This is an optimization exercise on Yosys and OpenROAD, whose aim is small area and few clock cycles per item, not a production implementation. In this exercise RTL edits were held to simulation tests only and were not proved equivalent to the original.

==> flow/design.v (outline; a module is shown in full before it is edited, if it fits) <==
// module poly_horner_pipe: 94 lines
// module ph_fa: 4 lines
// module ph_ha: 4 lines
// module ph_xor2: 3 lines
// module ph_xnor2: 3 lines
// module ph_o22ai: 3 lines
// module ph_nand2: 3 lines
// module ph_nor2: 3 lines
// module ph_and2: 3 lines
// module ph_or2: 3 lines
// module ph_inv: 3 lines
// module ph_a21o: 3 lines
// module ph_o21ai: 3 lines
// module ph_o21a: 3 lines
// module ph_mulsat: 1531 lines
// module ph_addsat_n: 204 lines
// module ph_addsat: 202 lines
module poly_horner_pipe #(
  parameter int DATA_W   = 18,
  parameter int FRAC_W   = 12,
  parameter int DEGREE   = 4,
  parameter bit SATURATE = 1'b1,
  parameter logic [DATA_W*(DEGREE+1)-1:0] COEF_INIT =
    {18'h3f4ab, 18'h1ec5, 18'h3df43, 18'h1cc8, 18'h82}
) (
  input  logic                          clk,
  input  logic                          async_n,
  input  logic                          in_valid,
  output logic                          in_ready,
  input  logic [DATA_W-1:0]             x_in,
  input  logic                          coef_we,
  input  logic [$clog2(DEGREE+1)-1:0]   coef_addr,
  input  logic [DATA_W-1:0]             coef_wdata,
  input  logic                          coef_swap,
  output logic                          busy,
  output logic                          out_valid,
  input  logic                          out_ready,
  output logic [DATA_W-1:0]             y_out,
  output logic                          ovf_out
);
  // ...
==> flow/run.sh <==
#!/bin/bash
# synth_recipe.tcl (not shown) runs the flow's synth.tcl, then flattens the netlist and writes it again
# the make line also repeats each setting of config.mk as NAME=value (left out here)
make -C /OpenROAD-flow-scripts/flow DESIGN_CONFIG=/design/flow/config.mk WORK_HOME=/design/flow/orfs CLKGATE_MAP_FILE= SYNTH_SCRIPT=/design/flow/synth_recipe.tcl finish
==> flow/config.mk <==
export PLATFORM = sky130hd
export DESIGN_NAME = poly_horner_pipe
export DESIGN_NICKNAME = poly_horner_pipe
export VERILOG_FILES = /design/flow/design.v
export SDC_FILE = /design/flow/constraint.sdc
export NUM_CORES = 4
export LEC_CHECK = 0
export CAP_MARGIN = 20
export CORE_MARGIN = 2
export CORE_UTILIZATION = 60
export CTS_BUF_LIST = sky130_fd_sc_hd__clkbuf_8
export CTS_CLUSTER_SIZE = 30
export SLEW_MARGIN = 20
export SYNTH_HIERARCHICAL = 1
export SYNTH_MINIMUM_KEEP_SIZE = 0
==> flow/constraint.sdc <==
create_clock -name core_clock -period 10.0 [get_ports {clk}]
set_input_delay 2.0000 -clock core_clock [delete_from_list [all_inputs] [get_ports {clk}]]
set_output_delay 2.0000 -clock core_clock [all_outputs]
set_load 0.01 [all_outputs]
==> out/metrics.cfg, run 1 <==
[status]
status=no timing/DRC/antenna violations

[synth]
ys_ff_latch=323
synth_top_family_by_area=adder cells
yosys.area_share.simple_pct=7.22
synth.distinct_cells=41
yosysSeqAreaShare_pct=19.6
synth_top_cell_by_area=fa_1

[worst_setup_path]
r2r-end=pr2[3]
r2r.worst_path.cells=32
path_class=reg2reg
critical_path.startpoint=active[56]
crit_top_cell=a21o_1

[finish]
final-clk-cell-share_pct=2.45
fillers=5828
post-route-util_pct=66.0
drive_gt1_share_pct=7.32
fin_nets=5062
synthToLayoutAreaGrowth_pct=9.01

[routing]
highest_layer=met4
met3_length_mm=9.79

[global_routing]
grt_use_total_pct=33.2
use_met2_pct=53.4
overflow=0

[sta]
tns_ns=0
whs_ns=0.435

[floorplan]
start_util_pct=60.6
io_pins=67
taps=940

[clock_tree]
cts_tree=done
cts.sinks=323

[placement]
dpl_worst_slack_ns=0.682

Testbench counts, summed over its fixed seeds: cycles 16,032, items 16,000.
==> run 2, diff against run 1 <==
--- a/flow/config.mk
+++ b/flow/config.mk
@@ -7,9 +7,10 @@
 export LEC_CHECK = 0
 export CAP_MARGIN = 20
 export CORE_MARGIN = 2
-export CORE_UTILIZATION = 60
+export CORE_UTILIZATION = 65
 export CTS_BUF_LIST = sky130_fd_sc_hd__clkbuf_8
-export CTS_CLUSTER_SIZE = 30
+export CTS_CLUSTER_DIAMETER = 50
+export CTS_CLUSTER_SIZE = 14
 export SLEW_MARGIN = 20
 export SYNTH_HIERARCHICAL = 1
 export SYNTH_MINIMUM_KEEP_SIZE = 0
==> run 2 against run 1 <==
Effect of this change: register-to-register slack got worse by 0.07 ns; first-iteration DRC count increased by 5.1%; die area decreased by 7.6%; critical path depth increased by 1; largest cell class unchanged; still clean on timing, DRC and antenna.
==> out/metrics.cfg, run 2 <==
[sta]
rsz0062_at_grt=false  ; unchanged
tightest_slew_ns=1.13  ; was 1.06 ns
fin_skew_ns=0.0411  ; was 0.0716 ns
tns_ns=0  ; unchanged
finalSetupViolCount=0  ; unchanged
period_minus_slack_ns=9.53  ; was 9.46 ns
whs_ns=0.438  ; was 0.435 ns
slew_viol_final=0  ; unchanged
finalCritPeriodShare_pct=95.3  ; was 94.6%
clock.fmax_mhz=105  ; was 106 MHz
slew_headroom_pct=24.4  ; was 28.9%
hold_viol=0  ; unchanged

[clock_tree]
clk_latency_ns=0.63  ; was 0.68 ns
cts_tree=done  ; unchanged
clk_path_buf_depth=3  ; unchanged
cts.sinks=323  ; unchanged
numCtsBuffers=40  ; was 56
root_buffer=clkbuf_8  ; unchanged
cts-resized-gates=0  ; unchanged
cts-htree-levels=2  ; unchanged
clk_pin_slew_ns=0.09  ; was 0.06 ns
hold_buffers=0  ; unchanged
postCtsSetupRepairBufs=0  ; unchanged

[synth]
synthTopCellsByCount=xor2_1 (872), o22ai_1 (648), fa_1 (464), a21o_1 (329), ha_1 (284)  ; unchanged
yosysMostFrequentCell=xor2_1  ; unchanged
ys_warn_count=7  ; unchanged
synth_area_leaders=fa_1 (22%), xor2_1 (18%), o22ai_1 (9.6%)  ; unchanged
synth_top_cell_by_area=fa_1  ; unchanged
synth.distinct_cells=41  ; unchanged
ys_ff_latch=323  ; unchanged
syn_area_mm2=0.0424  ; unchanged
yosysSeqAreaShare_pct=19.6  ; unchanged
synth_top_area_share_pct=21.9  ; unchanged
ys.flop_type=edfxtp_1  ; unchanged
ys_async_sr_fraction_pct=31.9  ; unchanged
syn_area_per_cell_um2=10.4  ; unchanged
synthCells=4062  ; unchanged
synth_edf_count=130  ; unchanged
synth_fp_nets=4855  ; unchanged

[finish]
fin_nets=5046  ; was 5062
design_area_mm2=0.0459  ; was 0.0462 mm^2
post-route-util_pct=71.1  ; was 66.0%
synthToLayoutAreaGrowth_pct=8.08  ; was 9.01%
largest_registers=active x90, shadow x90  ; unchanged
layout_common_cells=xor2_1 (872), o22ai_1 (648), fa_1 (464), a21o_1 (329), ha_1 (284)  ; unchanged
final_common_cell=xor2_1  ; unchanged
drive_gt1_share_pct=7.09  ; was 7.32%

[global_routing]
antenna_found_initial=1  ; unchanged
grt_use_total_pct=36.1  ; was 33.2%
grt_pass1_vias=34500  ; was 34000
grt_max_degree=79  ; was 75
overflow=0  ; unchanged
grt_pass1_wl_mm=192  ; was 193 mm

[routing]
wl_per_cell_um=23.5  ; was 23.1 um
dr_total_vias=33700  ; was 33300
drt-initial-drc-count=3017  ; was 2870
final_antenna_net_count=0  ; unchanged
drc=0  ; unchanged
wl_mm=121  ; about the same
drtPass1Iterations=8  ; was 7
routed_via_density=6.55  ; was 6.33

[worst_setup_path]
reg2reg_slack_ns=0.47  ; was 0.54 ns
critical_path_arrival_ns=9.90  ; was 9.85 ns
r2r-end=pr2[1]  ; was pr2[3]
cp.required_ns=10.36  ; was 10.39 ns
r2r.worst_path.cells=33  ; was 32
critical_path.startpoint=pr1[1]  ; was active[56]
crit_slowest_cell=o21ai_1  ; unchanged
path_class=reg2reg  ; unchanged
crit_top_cell=a21o_1  ; unchanged
cp_max_fo=17  ; unchanged
startpoint_type=flop  ; unchanged
r2r_start=pr1[1]  ; was active[56]
crit_path_max_incr_delay_ns=0.71  ; was 0.88 ns
crit_path_end_kind=flop  ; unchanged

[floorplan]
die_height_um=259  ; was 270 um
fp.coreArea_mm2=0.0645  ; was 0.0700 mm^2
die_area_mm2=0.0673  ; was 0.0729 mm^2
start_util_pct=65.8  ; was 60.6%
io_pins=67  ; unchanged
rows=93  ; was 97
die_x_um=259  ; was 270 um

[placement]
routabilityCongestion=0.924  ; was 0.928
dp_hpwl_mm=85.7  ; was 86.1 mm
place_area_mm2=0.0450  ; was 0.0451 mm^2
numPortBuffers=66  ; unchanged

[hold_path]
hold_end=shadow[26]  ; was shadow[6]
hold_depth=2  ; unchanged
min_from=shadow[26]  ; was shadow[6]
worst_hold_path_type=reg2reg  ; unchanged

[status]
status=no timing/DRC/antenna violations  ; unchanged

[flow_run]
maxCapViolCount=0  ; unchanged

## run 2: cell counts after synthesis
Identical to the previous run, type by type.
## run 2: layout make-up
class                           count  area [um^2]
Multi-Input combinational cell   3615        33600
Fill cell                        5039        18600
Sequential cell                   323         8330
Timing Repair Buffer              215         1780
Tap cell                          855         1070
Clock buffer                       41          564
Clock inverter                     33          293
Inverter                           58          223
Antenna cell                        1         2.50
## run 2: how the worst max path moves through the flow
stage,to,cells after the start,slack (ns)
after floorplan,pr3[0],32,1.32
after global placement,pr2[1],33,0.73
after detailed placement,pr2[1],33,0.58
after CTS,pr2[1],33,0.57
after global routing,pr2[1],33,0.08
final,pr2[1],33,0.47
## run 2: cell families after synthesis
group / share of synthesized area [%]
buf+inv: 1.22
fa+ha+maj: 30.3
compound gates: 19.2
xor+xnor: 19.7
simple gates: 7.22
mux: 2.73
flops: 19.6
## run 2: through the flow
stage / std cells / worst slack, ns
after CTS: 5140 / 0.574
after floorplan: 4062 / 1.32
after detailed placement: 5066 / 0.582
final: 5141 / 0.467
after global placement: 5066 / 0.728
after global routing: 5141 / 0.0828
## run 2: modules after synthesis, one instance, submodules excluded, excerpt
module,copies in the design,cells inside,area [um^2],flops+latches
ph_a21o,328,1,7.51,0
ph_xnor2,84,1,8.76,0
poly_horner_pipe,1,923,12100,323
ph_ha,284,1,12.5,0
ph_xor2,872,1,8.76,0
ph_fa,464,1,20.0,0
ph_nand2,44,1,3.75,0
ph_o21a,85,1,7.51,0
ph_nor2,36,1,3.75,0
ph_o21ai,51,1,5.00,0
ph_and2,168,1,6.26,0
## run 2: per-layer routing
layer	vias up	global-route usage [%]	wire length, um
li1	15100	-	-
met4	0	13.1	4570
met1	16500	48.2	49300
met2	1752	59.0	56500
met5	-	0	0
met3	345	6.64	10500
## run 2: critical path, delay by kind of cell, from the launching register on
family	cells	cell delay, ns
DFF	1	0.42
and+or+nand+nor	7	1.58
buffers and inverters	3	0.63
AOI/OAI and AO/OA	13	3.14
adders and majority gates	6	2.67
xor gates and xnor gates	4	0.84
==> run 3, diff against run 2 <==
==> flow/config.mk (replaced) <==
export PLATFORM = sky130hd
export DESIGN_NAME = poly_horner_pipe
export DESIGN_NICKNAME = poly_horner_pipe
export VERILOG_FILES = /design/flow/design.v
export SDC_FILE = /design/flow/constraint.sdc
export NUM_CORES = 4
export LEC_CHECK = 0
export CAP_MARGIN = 5
export CORE_MARGIN = 2
export CORE_UTILIZATION = 65
export GPL_TIMING_DRIVEN = 0
export SLEW_MARGIN = 5
export SYNTH_HIERARCHICAL = 1
export SYNTH_MINIMUM_KEEP_SIZE = 0
==> run 3 against run 2 <==
Effect of this change: clock skew is 0.012 ns lower; count of clock-buffer cells in the layout is 8 higher; design area is 3.2% higher; critical path type unchanged; flip-flop and latch count stayed put; synthesized area stayed put; fmax is 0.97% lower; critical endpoint is now pr3[1].
==> out/metrics.cfg, run 3 <==
[worst_setup_path]
startpoint_type=flop  ; unchanged
cp_max_fo=17  ; unchanged
critical_path.startpoint=active[37]  ; was pr1[1]
critical_path_arrival_ns=9.92  ; was 9.90 ns
r2r_start=active[37]  ; was pr1[1]
crit_slowest_cell=o21ai_1  ; unchanged
crit_top_cell=a21o_1  ; unchanged
cp.required_ns=10.29  ; was 10.36 ns
path_delay_family=compound AO/OA/AOI/OAI gates  ; unchanged
path_buf_inv=1  ; was 3
crit_path_max_incr_delay_ns=0.57  ; was 0.71 ns
crit_path_end_kind=flop  ; unchanged
path_class=reg2reg  ; unchanged

[synth]
syn_area_per_cell_um2=10.4  ; unchanged
synthCells=4062  ; unchanged
synth_top_cell_by_area=fa_1  ; unchanged
synth_top_area_share_pct=21.9  ; unchanged
ys_async_sr_fraction_pct=31.9  ; unchanged
synthTopCellsByCount=xor2_1 (872), o22ai_1 (648), fa_1 (464), a21o_1 (329), ha_1 (284)  ; unchanged
ys_ff_latch=323  ; unchanged
yosysSeqAreaShare_pct=19.6  ; unchanged
syn_area_mm2=0.0424  ; unchanged
synth.distinct_cells=41  ; unchanged
yosysMostFrequentCell=xor2_1  ; unchanged
ys.flop_type=edfxtp_1  ; unchanged
synth_fp_nets=4855  ; unchanged
ys_warn_count=7  ; unchanged
synth_area_leaders=fa_1 (22%), xor2_1 (18%), o22ai_1 (9.6%)  ; unchanged
synth_edf_count=130  ; unchanged

[clock_tree]
cts.sinks=323  ; unchanged
postCtsSetupRepairBufs=0  ; unchanged
numCtsBuffers=37  ; was 40
cts-htree-levels=2  ; unchanged
clk_latency_ns=0.56  ; was 0.63 ns
clk_path_buf_depth=3  ; unchanged
cts_tree=done  ; unchanged
root_buffer=clkbuf_16  ; was clkbuf_8
clk_pin_slew_ns=0.06  ; was 0.09 ns

[placement]
routabilityCongestion=0.884  ; was 0.924
numPortBuffers=48  ; was 66
dp_cells=5039  ; was 5066
dpl_worst_slack_ns=-0.157  ; was 0.582 ns
place_area_mm2=0.0455  ; was 0.0450 mm^2
dp_hpwl_mm=85.5  ; was 85.7 mm

[finish]
drive_gt1_share_pct=8.05  ; was 7.09%
fillers=4817  ; was 5039
synthToLayoutAreaGrowth_pct=11.5  ; was 8.08%
finalNonFillerCells=5117  ; was 5141
largest_registers=active x90, shadow x90  ; unchanged
fin_nets=5026  ; was 5046
layout_common_cells=xor2_1 (872), o22ai_1 (648), fa_1 (464), a21o_1 (329), ha_1 (284)  ; unchanged
antenna_cells=0  ; was 1
final_common_cell=xor2_1  ; unchanged
design_area_mm2=0.0473  ; was 0.0459 mm^2

[sta]
fin_skew_ns=0.0293  ; was 0.0411 ns
clock.fmax_mhz=104  ; was 105 MHz
whs_ns=0.436  ; was 0.438 ns
slew_headroom_pct=3.95  ; was 24.4%
finalSetupViolCount=0  ; unchanged
rsz0062_at_grt=false  ; unchanged
worst_slack_ns=0.374  ; was 0.467 ns
slew_viol_final=0  ; unchanged
hold_viol=0  ; unchanged
finalCritPeriodShare_pct=96.3  ; was 95.3%
tightest_slew_ns=1.44  ; was 1.13 ns
period_minus_slack_ns=9.63  ; was 9.53 ns

[flow_run]
maxCapViolCount=0  ; unchanged

[floorplan]
die_height_um=259  ; unchanged
io_pins=67  ; unchanged
rows=93  ; unchanged
start_util_pct=65.8  ; unchanged
die_area_mm2=0.0673  ; unchanged
fp.coreArea_mm2=0.0645  ; unchanged
die_x_um=259  ; unchanged

[global_routing]
antenna_found_initial=0  ; was 1
grt_pass1_vias=34800  ; was 34500
grt_max_degree=72  ; was 79
grt_pass1_wl_mm=191  ; was 192 mm
overflow=0  ; unchanged
grt_use_total_pct=35.7  ; was 36.1%

[hold_path]
worst_hold_path_type=reg2reg  ; unchanged
min_from=shadow[56]  ; was shadow[26]

[routing]
wl_mm=120  ; was 121 mm
routed_via_density=6.59  ; was 6.55
drt-initial-drc-count=2910  ; was 3017
final_antenna_net_count=0  ; unchanged
drc=0  ; unchanged
wl_per_cell_um=23.4  ; was 23.5 um
drtPass1Iterations=9  ; was 8
dr_total_vias=33700  ; about the same

[status]
status=no timing/DRC/antenna violations  ; unchanged

[run 3: final cells by class]
cell class	count	area, um^2	share of cell area [%]
tap	855	1070	2.26
timing repair buffer	132	1850	3.90
buffer	66	307	0.648
clock inverter	19	325	0.687
clock buffer	49	1060	2.25
sequential	323	8340	17.6
inverter	58	218	0.460
multi-input combinational	3615	34200	72.2
[run 3: per-layer routing]
metal	part of all wire, %	track usage, %
met1	41	47.7
met2	48	58.5
met3	8.3	6.32
met4	3.6	12.7
met5	0	0
[run 3: cell families (layout without fill, tap and decap cells)]
group                      after synthesis  in the layout  share of synthesized area, %
AOI/OAI and AO/OA                     1194           1194                          19.2
xor gates and xnor gates               956            956                          19.7
adders and majority gates              748            748                          30.3
and+or+nand+nor                        609            609                          7.22
DFF                                    323            323                          19.6
buffers and inverters                  124            324                          1.22
muxes                                  108            108                          2.73
[run 3: worst reg2reg max path, delay by kind of cell (launching register included)]
kind                       cells  cell delay (ns)
buffers and inverters          1             0.32
adders and majority gates      6             2.32
and+or+nand+nor                8             2.09
DFF                            1             0.56
AOI/OAI and AO/OA             13             3.24
xor gates and xnor gates       4             0.87
[run 3: worst paths after layout]
| path | slack [ns] | depth (start not counted) | to |
|---|---|---|---|
| setup / recovery | 0.37 | 32 | pr3[1] |
| setup reg to reg | 0.37 | 32 | pr3[1] |
| hold / removal | 0.44 | 2 | shadow[56] |
| max in group asynchronous | 7.68 | 2 | active[47] |
| hold reg to reg | 0.44 | 2 | shadow[56] |
| min in group asynchronous | 1.52 | 1 | active[12] |
[run 3: per-module statistics from Yosys, one instance, submodules excluded, excerpt]
module	times used	cells inside	cell area, um^2
ph_a21o	328	1	7.51
ph_and2	168	1	6.26
ph_fa	464	1	20.0
ph_ha	284	1	12.5
ph_inv	39	1	3.75
ph_nand2	44	1	3.75
ph_nor2	36	1	3.75
ph_o21a	85	1	7.51
ph_o21ai	51	1	5.00
ph_o22ai	648	1	6.26
ph_or2	36	1	6.26
ph_xnor2	84	1	8.76
ph_xor2	872	1	8.76
poly_horner_pipe	1	923	12100
[run 3: per-stage QoR]
| stage | util, % | TNS [ns] |
|---|---|---|
| 6_report | 73.4 | 0 |
| 5_1_grt | 73.4 | 0 |
| 4_1_cts | 72.8 | 0 |
| 3_5_place_dp | 70.6 | -2.32 |
| 3_3_place_gp | 68.2 | -12.36 |
| 2_1_floorplan | - | 0 |
[run 3: repair_timing]
| action | 4_1_cts | 5_1_grt |
|---|---|---|
| hold buffers | 0 | 0 |
| setup endpoints to repair | 17 | 52 |
| resized for setup | 2 | 25 |
==> run 4, diff against run 3 <==
--- a/flow/config.mk
+++ b/flow/config.mk
@@ -5,10 +5,12 @@
 export SDC_FILE = /design/flow/constraint.sdc
 export NUM_CORES = 4
 export LEC_CHECK = 0
-export CAP_MARGIN = 5
+export CAP_MARGIN = 20
 export CORE_MARGIN = 2
 export CORE_UTILIZATION = 65
-export GPL_TIMING_DRIVEN = 0
-export SLEW_MARGIN = 5
+export CTS_BUF_LIST = sky130_fd_sc_hd__clkbuf_4
+export CTS_CLUSTER_DIAMETER = 40
+export CTS_CLUSTER_SIZE = 8
+export SLEW_MARGIN = 20
 export SYNTH_HIERARCHICAL = 1
 export SYNTH_MINIMUM_KEEP_SIZE = 0
==> run 4 against run 3 <==
Effect of this change: still clean; flip-flop and latch count did not move; synthesized cell count did not move; via count rose by 0.18%; synthesized area did not move; critical path depth rose by 1.
==> out/metrics.cfg, run 4 <==
[placement]
numPortBuffers=66  ; was 48
dp_hpwl_mm=85.7  ; was 85.5 mm
routabilityCongestion=0.924  ; was 0.884
place_area_mm2=0.0450  ; was 0.0455 mm^2

[floorplan]
io_pins=67  ; unchanged
die_height_um=259  ; unchanged
start_util_pct=65.8  ; unchanged
die_x_um=259  ; unchanged
fp.coreArea_mm2=0.0645  ; unchanged
rows=93  ; unchanged
die_area_mm2=0.0673  ; unchanged

[worst_setup_path]
crit_path_max_incr_delay_ns=0.77  ; was 0.57 ns
crit_top_cell=a21o_1  ; unchanged
r2r.worst_path.cells=33  ; was 32
cp_max_fo=17  ; unchanged
cp.required_ns=10.54  ; was 10.29 ns
critical_path_arrival_ns=10.16  ; was 9.92 ns
crit_path_end_kind=flop  ; unchanged
path_class=reg2reg  ; unchanged
startpoint_type=flop  ; unchanged
crit_slowest_cell=o21ai_1  ; unchanged
reg2reg_slack_ns=0.38  ; was 0.37 ns

[routing]
drt-initial-drc-count=2920  ; was 2910
wl_mm=121  ; was 120 mm
dr_total_vias=33800  ; was 33700
drtPass1Iterations=9  ; unchanged
wl_per_cell_um=23.4  ; about the same
final_antenna_net_count=0  ; unchanged
routed_via_density=6.52  ; was 6.59
drc=0  ; unchanged

[finish]
final_common_cell=xor2_1  ; unchanged
design_area_mm2=0.0460  ; was 0.0473 mm^2
largest_registers=active x90, shadow x90  ; unchanged
drive_gt1_share_pct=8.02  ; was 8.05%
post-route-util_pct=71.3  ; was 73.4%
synthToLayoutAreaGrowth_pct=8.38  ; was 11.5%
fin_nets=5066  ; was 5026
layout_common_cells=xor2_1 (872), o22ai_1 (648), fa_1 (464), a21o_1 (329), ha_1 (284)  ; unchanged

[sta]
period_minus_slack_ns=9.62  ; was 9.63 ns
whs_ns=0.437  ; was 0.436 ns
finalSetupViolCount=0  ; unchanged
fin_skew_ns=0.104  ; was 0.0293 ns
tns_ns=0  ; unchanged
slew_headroom_pct=23.0  ; was 3.95%
slew_viol_final=0  ; unchanged
finalCritPeriodShare_pct=96.2  ; was 96.3%
clock.fmax_mhz=104  ; about the same
rsz0062_at_grt=false  ; unchanged
hold_viol=0  ; unchanged
tightest_slew_ns=1.15  ; was 1.44 ns

[global_routing]
antenna_found_initial=1  ; was 0
grt_max_degree=79  ; was 72
overflow=0  ; unchanged
grt_use_total_pct=36.2  ; was 35.7%
grt_pass1_vias=34700  ; was 34800
grt_pass1_wl_mm=192  ; was 191 mm

[clock_tree]
cts-resized-gates=0  ; was 2
cts_tree=done  ; unchanged
numCtsBuffers=60  ; was 37
clk_path_buf_depth=3  ; unchanged
postCtsSetupRepairBufs=0  ; unchanged
root_buffer=clkbuf_4  ; was clkbuf_16
clk_latency_ns=0.87  ; was 0.56 ns
cts-htree-levels=2  ; unchanged
hold_buffers=0  ; unchanged
cts.sinks=323  ; unchanged
clk_pin_slew_ns=0.09  ; was 0.06 ns

[synth]
syn_area_per_cell_um2=10.4  ; unchanged
ys_warn_count=7  ; unchanged
synth_edf_count=130  ; unchanged
synth_xor_area_share_pct=19.7  ; unchanged
synthTopCellsByCount=xor2_1 (872), o22ai_1 (648), fa_1 (464), a21o_1 (329), ha_1 (284)  ; unchanged
synthCells=4062  ; unchanged
synth_top_cell_by_area=fa_1  ; unchanged
yosysSeqAreaShare_pct=19.6  ; unchanged
yosys.area_share.adder_pct=30.3  ; unchanged
syn_area_mm2=0.0424  ; unchanged
yosysMostFrequentCell=xor2_1  ; unchanged
synth_top_area_share_pct=21.9  ; unchanged
synthMuxAreaShare_pct=2.73  ; unchanged
synth_fp_nets=4855  ; unchanged
ys.flop_type=edfxtp_1  ; unchanged
synth_compound_area_share_pct=19.2  ; unchanged
ys_ff_latch=323  ; unchanged
ys_async_sr_fraction_pct=31.9  ; unchanged
synth_area_leaders=fa_1 (22%), xor2_1 (18%), o22ai_1 (9.6%)  ; unchanged
synth.distinct_cells=41  ; unchanged
synth_top_family_by_area=adder cells  ; unchanged
yosys.area_share.simple_pct=7.22  ; unchanged

[flow_run]
maxCapViolCount=0  ; unchanged

[hold_path]
worst_hold_path_type=reg2reg  ; unchanged
hold_depth=2  ; unchanged

[status]
status=no timing/DRC/antenna violations  ; unchanged

run 4: cell types whose count changed in the layout (fill, tap and decap cells not counted), sizes merged:
| cell | delta |
|---|---|
| buf | +38 |
| bufinv | -1 |
| clkbuf | -6 |
| clkdlybuf4s50 | +18 |
| clkinv | +13 |
| clkinvlp | +1 |
| diode | +1 |
run 4: critical path: cells and delay by family (launching register included):
kind                     cells  cell delay [ns]
XOR/XNOR                     4             0.84
AO/OA/AOI/OAI               12             3.05
flip-flops                   1             0.41
buffers and inverters        3             0.64
AND/OR/NAND/NOR              8             1.79
adder cells (fa/ha/maj)      6             2.62
run 4: per-layer routing:
layer | wire [um] | global-route usage (%)
met1 | 49200 | 48.4
met2 | 56800 | 59.0
met3 | 10900 | 6.72
met4 | 4530 | 13.5
met5 | 0 | 0
run 4: logic make-up (layout without fill, tap and decap cells):
family	Yosys count	count (layout)
XOR/XNOR	956	956
adder cells (fa/ha/maj)	748	748
multiplexers	108	108
other	0	1
flip-flops	323	323
AND/OR/NAND/NOR	609	609
AO/OA/AOI/OAI	1194	1194
buffers and inverters	124	387
run 4: layout make-up:
| type | count | area, um^2 |
|---|---|---|
| repair buffers | 215 | 1780 |
| fillers | 5022 | 18500 |
| flip-flops and latches | 323 | 8330 |
| multi-input cells | 3615 | 33600 |
| inverters | 58 | 223 |
| clock inverters | 32 | 372 |
| well taps | 855 | 1070 |
| diodes | 1 | 2.50 |
| clock buffers | 82 | 616 |
run 4: final timing paths:
kind	startpoint	to
max	active[55]	pr2[1]
min	shadow[26]	shadow[26]
max reg2reg	active[55]	pr2[1]
min reg2reg	shadow[26]	shadow[26]
max in group asynchronous	async_n	active[59]
min in group asynchronous	async_n	active[6]
run 4: through the flow:
step                      cells  worst slack (ns)
after floorplan            4062              1.32
after global placement     5066             0.728
after detailed placement   5066             0.582
after CTS                  5180             0.524
after global routing       5181            0.0212
final                      5181             0.378
run 4: per-module statistics from Yosys (local to each module, per instance), excerpt:
| module | flops+latches | cells | times used |
|---|---|---|---|
| ph_fa | 0 | 1 | 464 |
| ph_ha | 0 | 1 | 284 |
| ph_xnor2 | 0 | 1 | 84 |
| ph_xor2 | 0 | 1 | 872 |
| ph_a21o | 0 | 1 | 328 |
| ph_o21a | 0 | 1 | 85 |
| ph_and2 | 0 | 1 | 168 |
| ph_o22ai | 0 | 1 | 648 |
| ph_o21ai | 0 | 1 | 51 |
| ph_nand2 | 0 | 1 | 44 |
| ph_nor2 | 0 | 1 | 36 |
==> run 5, diff against run 4 <==
--- a/flow/config.mk
+++ b/flow/config.mk
@@ -7,10 +7,7 @@
 export LEC_CHECK = 0
 export CAP_MARGIN = 20
 export CORE_MARGIN = 2
-export CORE_UTILIZATION = 65
-export CTS_BUF_LIST = sky130_fd_sc_hd__clkbuf_4
-export CTS_CLUSTER_DIAMETER = 40
-export CTS_CLUSTER_SIZE = 8
+export CORE_UTILIZATION = 40
 export SLEW_MARGIN = 20
 export SYNTH_HIERARCHICAL = 1
 export SYNTH_MINIMUM_KEEP_SIZE = 0
==> run 5 against run 4 <==
Effect of this change: fmax rose by 2.3%; count of clock-buffer cells in the layout down 37; final cell count grew 9.3%; setup slack better by 0.22 ns; sequential share of layout area is 0.37 points lower; routed wire length up 1.9%; clock skew fell by 0.082 ns; design area is 2.1% higher; global-route usage decreased by 14 points; critical path type unchanged; highest routed layer unchanged.
==> out/metrics.cfg, run 5 <==
[synth]
ys_warn_count=7  ; unchanged
syn_area_per_cell_um2=10.4  ; unchanged
synth_top_cell_by_area=fa_1  ; unchanged
synth_edf_count=130  ; unchanged
ys_async_sr_fraction_pct=31.9  ; unchanged
ys_ff_latch=323  ; unchanged
synth_area_leaders=fa_1 (22%), xor2_1 (18%), o22ai_1 (9.6%)  ; unchanged
synth_top_area_share_pct=21.9  ; unchanged
synth.distinct_cells=41  ; unchanged
ys.flop_type=edfxtp_1  ; unchanged
yosysSeqAreaShare_pct=19.6  ; unchanged
synth_fp_nets=4855  ; unchanged
synthCells=4062  ; unchanged
yosysMostFrequentCell=xor2_1  ; unchanged
syn_area_mm2=0.0424  ; unchanged
synthTopCellsByCount=xor2_1 (872), o22ai_1 (648), fa_1 (464), a21o_1 (329), ha_1 (284)  ; unchanged

[hold_path]
min_from=shadow[44]  ; was shadow[26]
hold_depth=2  ; unchanged
hold_end=shadow[44]  ; was shadow[26]
worst_hold_path_type=reg2reg  ; unchanged

[routing]
drtPass1Iterations=6  ; was 9
dr_total_vias=33100  ; was 33800
wl_mm=124  ; was 121 mm
drc=0  ; unchanged
final_antenna_net_count=0  ; unchanged
wl_per_cell_um=21.8  ; was 23.4 um
drt-initial-drc-count=2865  ; was 2920
routed_via_density=5.85  ; was 6.52

[floorplan]
io_pins=67  ; unchanged
die_height_um=330  ; was 259 um
start_util_pct=40.3  ; was 65.8%
fp.coreArea_mm2=0.105  ; was 0.0645 mm^2
rows=119  ; was 93
die_area_mm2=0.109  ; was 0.0673 mm^2
die_x_um=330  ; was 259 um

[sta]
period_minus_slack_ns=9.41  ; was 9.62 ns
rsz0062_at_grt=false  ; unchanged
slew_viol_final=0  ; unchanged
clock.fmax_mhz=106  ; was 104 MHz
finalCritPeriodShare_pct=94.1  ; was 96.2%
hold_viol=0  ; unchanged
tns_ns=0  ; unchanged
tightest_slew_ns=1.00  ; was 1.15 ns
finalSetupViolCount=0  ; unchanged
fin_skew_ns=0.0222  ; was 0.104 ns
slew_headroom_pct=32.9  ; was 23.0%

[clock_tree]
cts.sinks=323  ; unchanged
clk_latency_ns=0.58  ; was 0.87 ns
cts_tree=done  ; unchanged
clk_path_buf_depth=3  ; unchanged
cts-htree-levels=2  ; unchanged
cts-resized-gates=0  ; unchanged
hold_buffers=0  ; unchanged
numCtsBuffers=38  ; was 60
root_buffer=clkbuf_16  ; was clkbuf_4
clk_pin_slew_ns=0.06  ; was 0.09 ns
postCtsSetupRepairBufs=0  ; unchanged

[status]
status=no timing/DRC/antenna violations  ; unchanged

[placement]
routabilityCongestion=0.894  ; was 0.924
place_area_mm2=0.0456  ; was 0.0450 mm^2
numPortBuffers=66  ; unchanged
dp_hpwl_mm=87.6  ; was 85.7 mm

[finish]
layout_common_cells=xor2_1 (872), o22ai_1 (648), fa_1 (464), a21o_1 (329), ha_1 (284)  ; unchanged
antenna_cells=0  ; was 1
synthToLayoutAreaGrowth_pct=10.6  ; was 8.38%
fin_nets=5035  ; was 5066
drive_gt1_share_pct=6.84  ; was 8.02%
multi_input_area_mm2=0.0336  ; unchanged
regArea_mm2=0.00833  ; unchanged
largest_registers=active x90, shadow x90  ; unchanged
fillers=10100  ; was 5022
final_common_cell=xor2_1  ; unchanged
design_area_mm2=0.0469  ; was 0.0460 mm^2

[global_routing]
grt_pass1_vias=33600  ; was 34700
antenna_found_initial=1  ; unchanged
grt_use_total_pct=22.4  ; was 36.2%
grt_max_degree=63  ; was 79
grt_pass1_wl_mm=194  ; was 192 mm
overflow=0  ; unchanged

[worst_setup_path]
reg2reg_slack_ns=0.59  ; was 0.38 ns
path_class=reg2reg  ; unchanged
crit_top_cell=a21o_1  ; unchanged
cp_max_fo=17  ; unchanged
r2r-end=pr4[1]  ; was pr2[1]
r2r_start=active[21]  ; was active[55]
crit_path_max_incr_delay_ns=0.83  ; was 0.77 ns
crit_slowest_cell=o21ai_1  ; unchanged
critical_path_arrival_ns=9.73  ; was 10.16 ns
r2r.worst_path.cells=32  ; was 33
cp.required_ns=10.32  ; was 10.54 ns
startpoint_type=flop  ; unchanged
crit_path_end_kind=flop  ; unchanged

[flow_run]
maxCapViolCount=0  ; unchanged

-- run 5: worst max path at each step --
stage	startpoint	end	slack (ns)
2_1_floorplan	active[37]	pr3[0]	1.32
3_3_place_gp	active[21]	pr4[4]	0.73
3_5_place_dp	active[21]	pr4[3]	0.66
4_1_cts	active[37]	pr3[9]	0.64
5_1_grt	active[21]	pr4[2]	0.05
6_report	active[21]	pr4[1]	0.59
-- run 5: stage by stage --
stage / worst slack [ns] / hold slack, ns / cells / utilization (%)
finish: 0.594 / 0.436 / 5663 / 44.6
global placement: 0.732 / 0.423 / 5593 / 43.3
floorplan: 1.32 / 0.414 / 4062 / -
CTS: 0.638 / 0.438 / 5663 / 44.6
detailed placement: 0.660 / 0.428 / 5593 / 43.3
global route: 0.0520 / 0.451 / 5663 / 44.6
-- run 5: per-module statistics from Yosys (local to each module, per instance), a selection --
module	flip-flops and latches	times used	area, um^2	cells
ph_o22ai	0	648	6.26	1
ph_and2	0	168	6.26	1
ph_nand2	0	44	3.75	1
ph_fa	0	464	20.0	1
ph_ha	0	284	12.5	1
ph_xor2	0	872	8.76	1
ph_or2	0	36	6.26	1
ph_nor2	0	36	3.75	1
ph_xnor2	0	84	8.76	1
poly_horner_pipe	323	1	12100	923
ph_inv	0	39	3.75	1
ph_o21ai	0	51	5.00	1
ph_o21a	0	85	7.51	1
ph_a21o	0	328	7.51	1
-- run 5: area by class of cell --
cell class,instances,share of cell area (%)
timing repair buffer,206,3.64
tap,1391,3.71
sequential,323,17.8
inverter,58,0.474
clock buffer,45,2.17
clock inverter,25,0.693
multi-input combinational,3615,71.6
-- run 5: kinds of logic (layout without fill, tap and decap cells) --
logic type | Yosys count | in the layout | share of synthesized area, %
mux | 108 | 108 | 2.73
xor+xnor | 956 | 956 | 19.7
flops | 323 | 323 | 19.6
buf+inv | 124 | 334 | 1.22
compound gates | 1194 | 1194 | 19.2
simple gates | 609 | 609 | 7.22
fa+ha+maj | 748 | 748 | 30.3
-- run 5: worst max-delay path: cells and delay by family, from the launching register on --
family | cells | cell delay [ns]
fa+ha+maj | 6 | 2.47
flops | 1 | 0.53
simple gates | 8 | 1.85
xor+xnor | 4 | 0.82
compound gates | 13 | 3.43
buf+inv | 1 | 0.06
-- run 5: metal layers --
metal | vias up | track usage [%] | routed length, um
met2 | 1353 | 36.5 | 57700
met1 | 16500 | 31.0 | 54600
met4 | 0 | 7.25 | 3640
met3 | 242 | 2.87 | 7780
met5 | - | 0 | 0
li1 | 15000 | - | -

what the ideal ports hide:
Ports are ideal in the flow. The routed layouts listed here were re-timed in OpenROAD. Step 1, drivers: a clkbuf_16 drives clk and a buf_2 each remaining input, both assumed. Step 2 moves the port delays by t, midway between the first and last clock arrival at a register: inputs arrive t later, outputs are due t later. That takes back most of the time a late clock gives input paths. Three values: no drivers, after step 1, after step 2; two values: the first two.
| run | t, ns | setup WS [ns] | worst register clock-pin slew, ns |
|---|---|---|---|
| run 1 | 0.704 | 0.541 / 0.541 / 0.541 | 0.08 / 0.08 |
| run 2 | 0.676 | 0.467 / 0.467 / 0.467 | 0.09 / 0.09 |
| run 3 | 0.613 | 0.374 / 0.374 / 0.374 | 0.07 / 0.07 |
| run 4 | 0.881 | 0.378 / 0.378 / 0.378 | 0.11 / 0.11 |
| run 5 | 0.633 | 0.594 / 0.594 / 0.594 | 0.07 / 0.07 |
After both steps setup and hold are still met in every run listed.
